This is an optimization exercise on Yosys and OpenROAD, whose aim is small area, a short achievable clock period and few clock cycles per item, not a production implementation. Function was checked by simulation only, so behaviour that the tests miss may differ from the original.

Setup of run 1:
==> flow/design.v (excerpt) <==
module bch_encoder_seq
#(
    parameter int BEAT_W = 128
) (
    input  logic              clk,
    input  logic              rst_n,
    input  logic              in_valid,
    output logic              in_ready,
    input  logic [BEAT_W-1:0] in_data,
    output logic              out_valid,
    input  logic              out_ready,
    output logic [CW_W-1:0]   out_codeword,
    output logic              busy
);
    logic [1:0]        cnt_q, cnt_d;      
    logic              pend_q, pend_d;    
    logic              inv_q, inv_d;      
    logic              rdy_q, busy_q;
    logic              in_fire, core_rdy, take;
    logic [BEAT_W-1:0] in_q, skid_q, m0_q, m1_q, m2_q, m3_q;
    logic [PAR_W-1:0]  rem_q, par_q, rem_d;
    assign in_fire  = in_valid & rdy_q;
    assign core_rdy = (cnt_q == 2'd0) | ~pend_q;
    assign take     = inv_q & core_rdy;
    bch_par_lfsr #(.BEAT_W(BEAT_W)) u_lfsr (
        .rem_i  (rem_q),
        .data_i (in_q),
        .rem_o  (rem_d)
    );
    assign cnt_d  = cnt_q + {1'b0, take};
  ...
Size in the first run: ~2700 cells after synthesis, ~680 I/O pins.
==> module bch_encoder_seq, before the edit <==
module bch_encoder_seq
#(
    parameter int BEAT_W = 128
) (
    input  logic              clk,
    input  logic              rst_n,
    input  logic              in_valid,
    output logic              in_ready,
    input  logic [BEAT_W-1:0] in_data,
    output logic              out_valid,
    input  logic              out_ready,
    output logic [CW_W-1:0]   out_codeword,
    output logic              busy
);
    logic [1:0]        cnt_q, cnt_d;      
    logic              pend_q, pend_d;    
    logic              inv_q, inv_d;      
    logic              rdy_q, busy_q;
    logic              in_fire, core_rdy, take;
    logic [BEAT_W-1:0] in_q, skid_q, m0_q, m1_q, m2_q, m3_q;
    logic [PAR_W-1:0]  rem_q, par_q, rem_d;
    assign in_fire  = in_valid & rdy_q;
    assign core_rdy = (cnt_q == 2'd0) | ~pend_q;
    assign take     = inv_q & core_rdy;
    bch_par_lfsr #(.BEAT_W(BEAT_W)) u_lfsr (
        .rem_i  (rem_q),
        .data_i (in_q),
        .rem_o  (rem_d)
    );
    assign cnt_d  = cnt_q + {1'b0, take};
    assign pend_d = (pend_q & ~out_ready) | (take & (cnt_q == 2'd3));
    assign inv_d  = in_fire | (inv_q & ~core_rdy);
    always_ff @(posedge clk or negedge rst_n) begin
        if (!rst_n) begin
            cnt_q  <= 2'd0;
            pend_q <= 1'b0;
            inv_q  <= 1'b0;
            rdy_q  <= 1'b0;
            busy_q <= 1'b0;
        end else begin
            cnt_q  <= cnt_d;
            pend_q <= pend_d;
            inv_q  <= inv_d;
            rdy_q  <= ~inv_d | (cnt_d == 2'd0) | ~pend_d;
            busy_q <= inv_d | (cnt_d != 2'd0) | pend_d;
        end
    end
    logic              in_en, skid_en, m0_en, m1_en, m2_en, m3_en, rem_en, rem_keep, par_en;
    logic [BEAT_W-1:0] in_nx, skid_nx, m0_nx, m1_nx, m2_nx, m3_nx;
    logic [PAR_W-1:0]  rem_nx, par_nx;
    assign in_en   = ~inv_q | core_rdy;
    assign skid_en = (cnt_q == 2'd0);
    assign m0_en   = ~pend_q;
    assign m1_en   = ~pend_q & (cnt_q == 2'd1);
    assign m2_en   = ~pend_q & (cnt_q == 2'd2);
    assign m3_en   = ~pend_q & (cnt_q == 2'd3);
    assign rem_en   = take & (cnt_q != 2'd3);
    assign rem_keep = ~take & (cnt_q != 2'd0);
    assign par_en  = take & (cnt_q == 2'd3);
    bch_hold #(.W(BEAT_W)) u_h_in   (.s(in_en),   .sn(~in_en),   .a(in_q),   .b(in_data), .y(in_nx));
    bch_hold #(.W(BEAT_W)) u_h_skid (.s(skid_en), .sn(~skid_en), .a(skid_q), .b(in_q),    .y(skid_nx));
    bch_hold #(.W(BEAT_W)) u_h_m0   (.s(m0_en),   .sn(~m0_en),   .a(m0_q),   .b(skid_q),  .y(m0_nx));
    bch_hold #(.W(BEAT_W)) u_h_m1   (.s(m1_en),   .sn(~m1_en),   .a(m1_q),   .b(in_q),    .y(m1_nx));
    bch_hold #(.W(BEAT_W)) u_h_m2   (.s(m2_en),   .sn(~m2_en),   .a(m2_q),   .b(in_q),    .y(m2_nx));
    bch_hold #(.W(BEAT_W)) u_h_m3   (.s(m3_en),   .sn(~m3_en),   .a(m3_q),   .b(in_q),    .y(m3_nx));
    bch_hold #(.W(PAR_W))  u_h_rem  (.s(rem_en),  .sn(rem_keep),  .a(rem_q),  .b(rem_d),   .y(rem_nx));
    bch_hold #(.W(PAR_W))  u_h_par  (.s(par_en),  .sn(~par_en),  .a(par_q),  .b(rem_d),   .y(par_nx));
    always_ff @(posedge clk) begin
        in_q   <= in_nx;
        skid_q <= skid_nx;
        m0_q   <= m0_nx;
        m1_q   <= m1_nx;
        m2_q   <= m2_nx;
        m3_q   <= m3_nx;
        rem_q  <= rem_nx;
        par_q  <= par_nx;
    end
    assign in_ready     = rdy_q;
    assign busy         = busy_q;
    assign out_valid    = pend_q;
    assign out_codeword = {m0_q, m1_q, m2_q, m3_q, par_q};
endmodule
Settings: LEC_CHECK=0, CAP_MARGIN=20, CORE_MARGIN=2, CORE_UTILIZATION=60, SLEW_MARGIN=20, SYNTH_HIERARCHICAL=1, SYNTH_MINIMUM_KEEP_SIZE=0; clock period 14.0 ns.
standard.sh (not shown) runs the stock make flow with config.mk's settings and CLKGATE_MAP_FILE= SYNTH_SCRIPT=/design/flow/synth_recipe.tcl, a recipe that flattens the netlist after the stock synthesis.
==> flow/flow/run.sh <==
#!/bin/bash
# Standard layout, with single-drive port buffers, a tighter setup target for repair and CTS options.
set -euo pipefail
export BUFFER_PORTS_ARGS="-buffer_cell sky130_fd_sc_hd__buf_1"
export SETUP_SLACK_MARGIN=10
export CTS_ARGS="-sink_clustering_enable -repair_clock_nets -dont_use_dummy_load -sink_clustering_size 30 -sink_clustering_max_diameter 100"
bash standard.sh > standard.log 2>&1
Testbench counts of run 1, summed over its fixed seeds: cycles 2,064, items 512.
> inputs changed (run 1 -> run 2)
--- a/flow/design.v
+++ b/flow/design.v
@@ -896,12 +896,13 @@
     logic              rdy_q, busy_q;
     logic              in_fire, core_rdy, take;
     logic [BEAT_W-1:0] in_q, skid_q, m0_q, m1_q, m2_q, m3_q;
-    logic [PAR_W-1:0]  rem_q, par_q, rem_d;
+    logic [PAR_W-1:0]  rem_q, par_q, rem_src, rem_d;
     assign in_fire  = in_valid & rdy_q;
     assign core_rdy = (cnt_q == 2'd0) | ~pend_q;
     assign take     = inv_q & core_rdy;
+    assign rem_src = (cnt_q == 2'd0) ? '0 : rem_q;
     bch_par_lfsr #(.BEAT_W(BEAT_W)) u_lfsr (
-        .rem_i  (rem_q),
+        .rem_i  (rem_src),
         .data_i (in_q),
         .rem_o  (rem_d)
     );
@@ -913,7 +914,7 @@
             cnt_q  <= 2'd0;
             pend_q <= 1'b0;
             inv_q  <= 1'b0;
-            rdy_q  <= 1'b0;
+            rdy_q  <= 1'b1;
             busy_q <= 1'b0;
         end else begin
             cnt_q  <= cnt_d;
@@ -923,7 +924,7 @@
             busy_q <= inv_d | (cnt_d != 2'd0) | pend_d;
         end
     end
-    logic              in_en, skid_en, m0_en, m1_en, m2_en, m3_en, rem_en, rem_keep, par_en;
+    logic              in_en, skid_en, m0_en, m1_en, m2_en, m3_en, rem_en, par_en;
     logic [BEAT_W-1:0] in_nx, skid_nx, m0_nx, m1_nx, m2_nx, m3_nx;
     logic [PAR_W-1:0]  rem_nx, par_nx;
     assign in_en   = ~inv_q | core_rdy;
@@ -932,8 +933,7 @@
     assign m1_en   = ~pend_q & (cnt_q == 2'd1);
     assign m2_en   = ~pend_q & (cnt_q == 2'd2);
     assign m3_en   = ~pend_q & (cnt_q == 2'd3);
-    assign rem_en   = take & (cnt_q != 2'd3);
-    assign rem_keep = ~take & (cnt_q != 2'd0);
+    assign rem_en  = take;
     assign par_en  = take & (cnt_q == 2'd3);
     bch_hold #(.W(BEAT_W)) u_h_in   (.s(in_en),   .sn(~in_en),   .a(in_q),   .b(in_data), .y(in_nx));
     bch_hold #(.W(BEAT_W)) u_h_skid (.s(skid_en), .sn(~skid_en), .a(skid_q), .b(in_q),    .y(skid_nx));
@@ -941,7 +941,7 @@
     bch_hold #(.W(BEAT_W)) u_h_m1   (.s(m1_en),   .sn(~m1_en),   .a(m1_q),   .b(in_q),    .y(m1_nx));
     bch_hold #(.W(BEAT_W)) u_h_m2   (.s(m2_en),   .sn(~m2_en),   .a(m2_q),   .b(in_q),    .y(m2_nx));
     bch_hold #(.W(BEAT_W)) u_h_m3   (.s(m3_en),   .sn(~m3_en),   .a(m3_q),   .b(in_q),    .y(m3_nx));
-    bch_hold #(.W(PAR_W))  u_h_rem  (.s(rem_en),  .sn(rem_keep),  .a(rem_q),  .b(rem_d),   .y(rem_nx));
+    bch_hold #(.W(PAR_W))  u_h_rem  (.s(rem_en),  .sn(~rem_en),  .a(rem_q),  .b(rem_d),   .y(rem_nx));
     bch_hold #(.W(PAR_W))  u_h_par  (.s(par_en),  .sn(~par_en),  .a(par_q),  .b(rem_d),   .y(par_nx));
     always_ff @(posedge clk) begin
         in_q   <= in_nx;
==> comparison <==
Between run 2 and run 1, it is run 2 whose pin count of the biggest net entering global routing is lower, by 1.
Between run 1 and run 2, the flow reports multi-input combinational cell count increasing by a few percent.
Changes observed in run 2 relative to run 1: number of clock buffers inserted by TritonCTS went up by 2; horizontal die dimension went up by 0.82 µm; design area climbed about 4.3%.
Delta(final clock period utilization by the worst path, run 2 - run 1) > 0
Between run 1 and run 2, total routed wirelength is lower for run 1, run 2 comes in above that.
Wire length of the first global-routing pass for run 2: about 0.5% up relative to run 1
Number of vias in the routed layout, run 2 vs run 1: up slightly
Taking run 1 as the reference, in run 2 worst setup slack now smaller; die area now larger.
Testbench counts of run 2, summed over its fixed seeds: cycles 2,064, items 512.

-- static timing again, ports no longer ideal --
The results above use ideal ports. As a check the final layouts listed here were re-extracted and re-timed, cells and wires unchanged. Step 1: set_driving_cell puts a clkbuf_16 on clk and a buf_2 on each other input, an assumption about the parent block. Step 2 times the ports against the registers' clock, not the clock port: input delays grow and output delays shrink by t, the midpoint of the rising clock arrivals with the driver on. Slacks: ideal / step 1 / step 2; pairs: ideal / step 1.
run | t, ns | setup WS [ns] | worst setup path at the end
run 1 | 0.633 | 9.977 / 9.929 / 9.977 | register to register
run 2 | 0.636 | 9.920 / 9.896 / 9.920 | register to register
After both steps setup and hold are still met in every run listed.
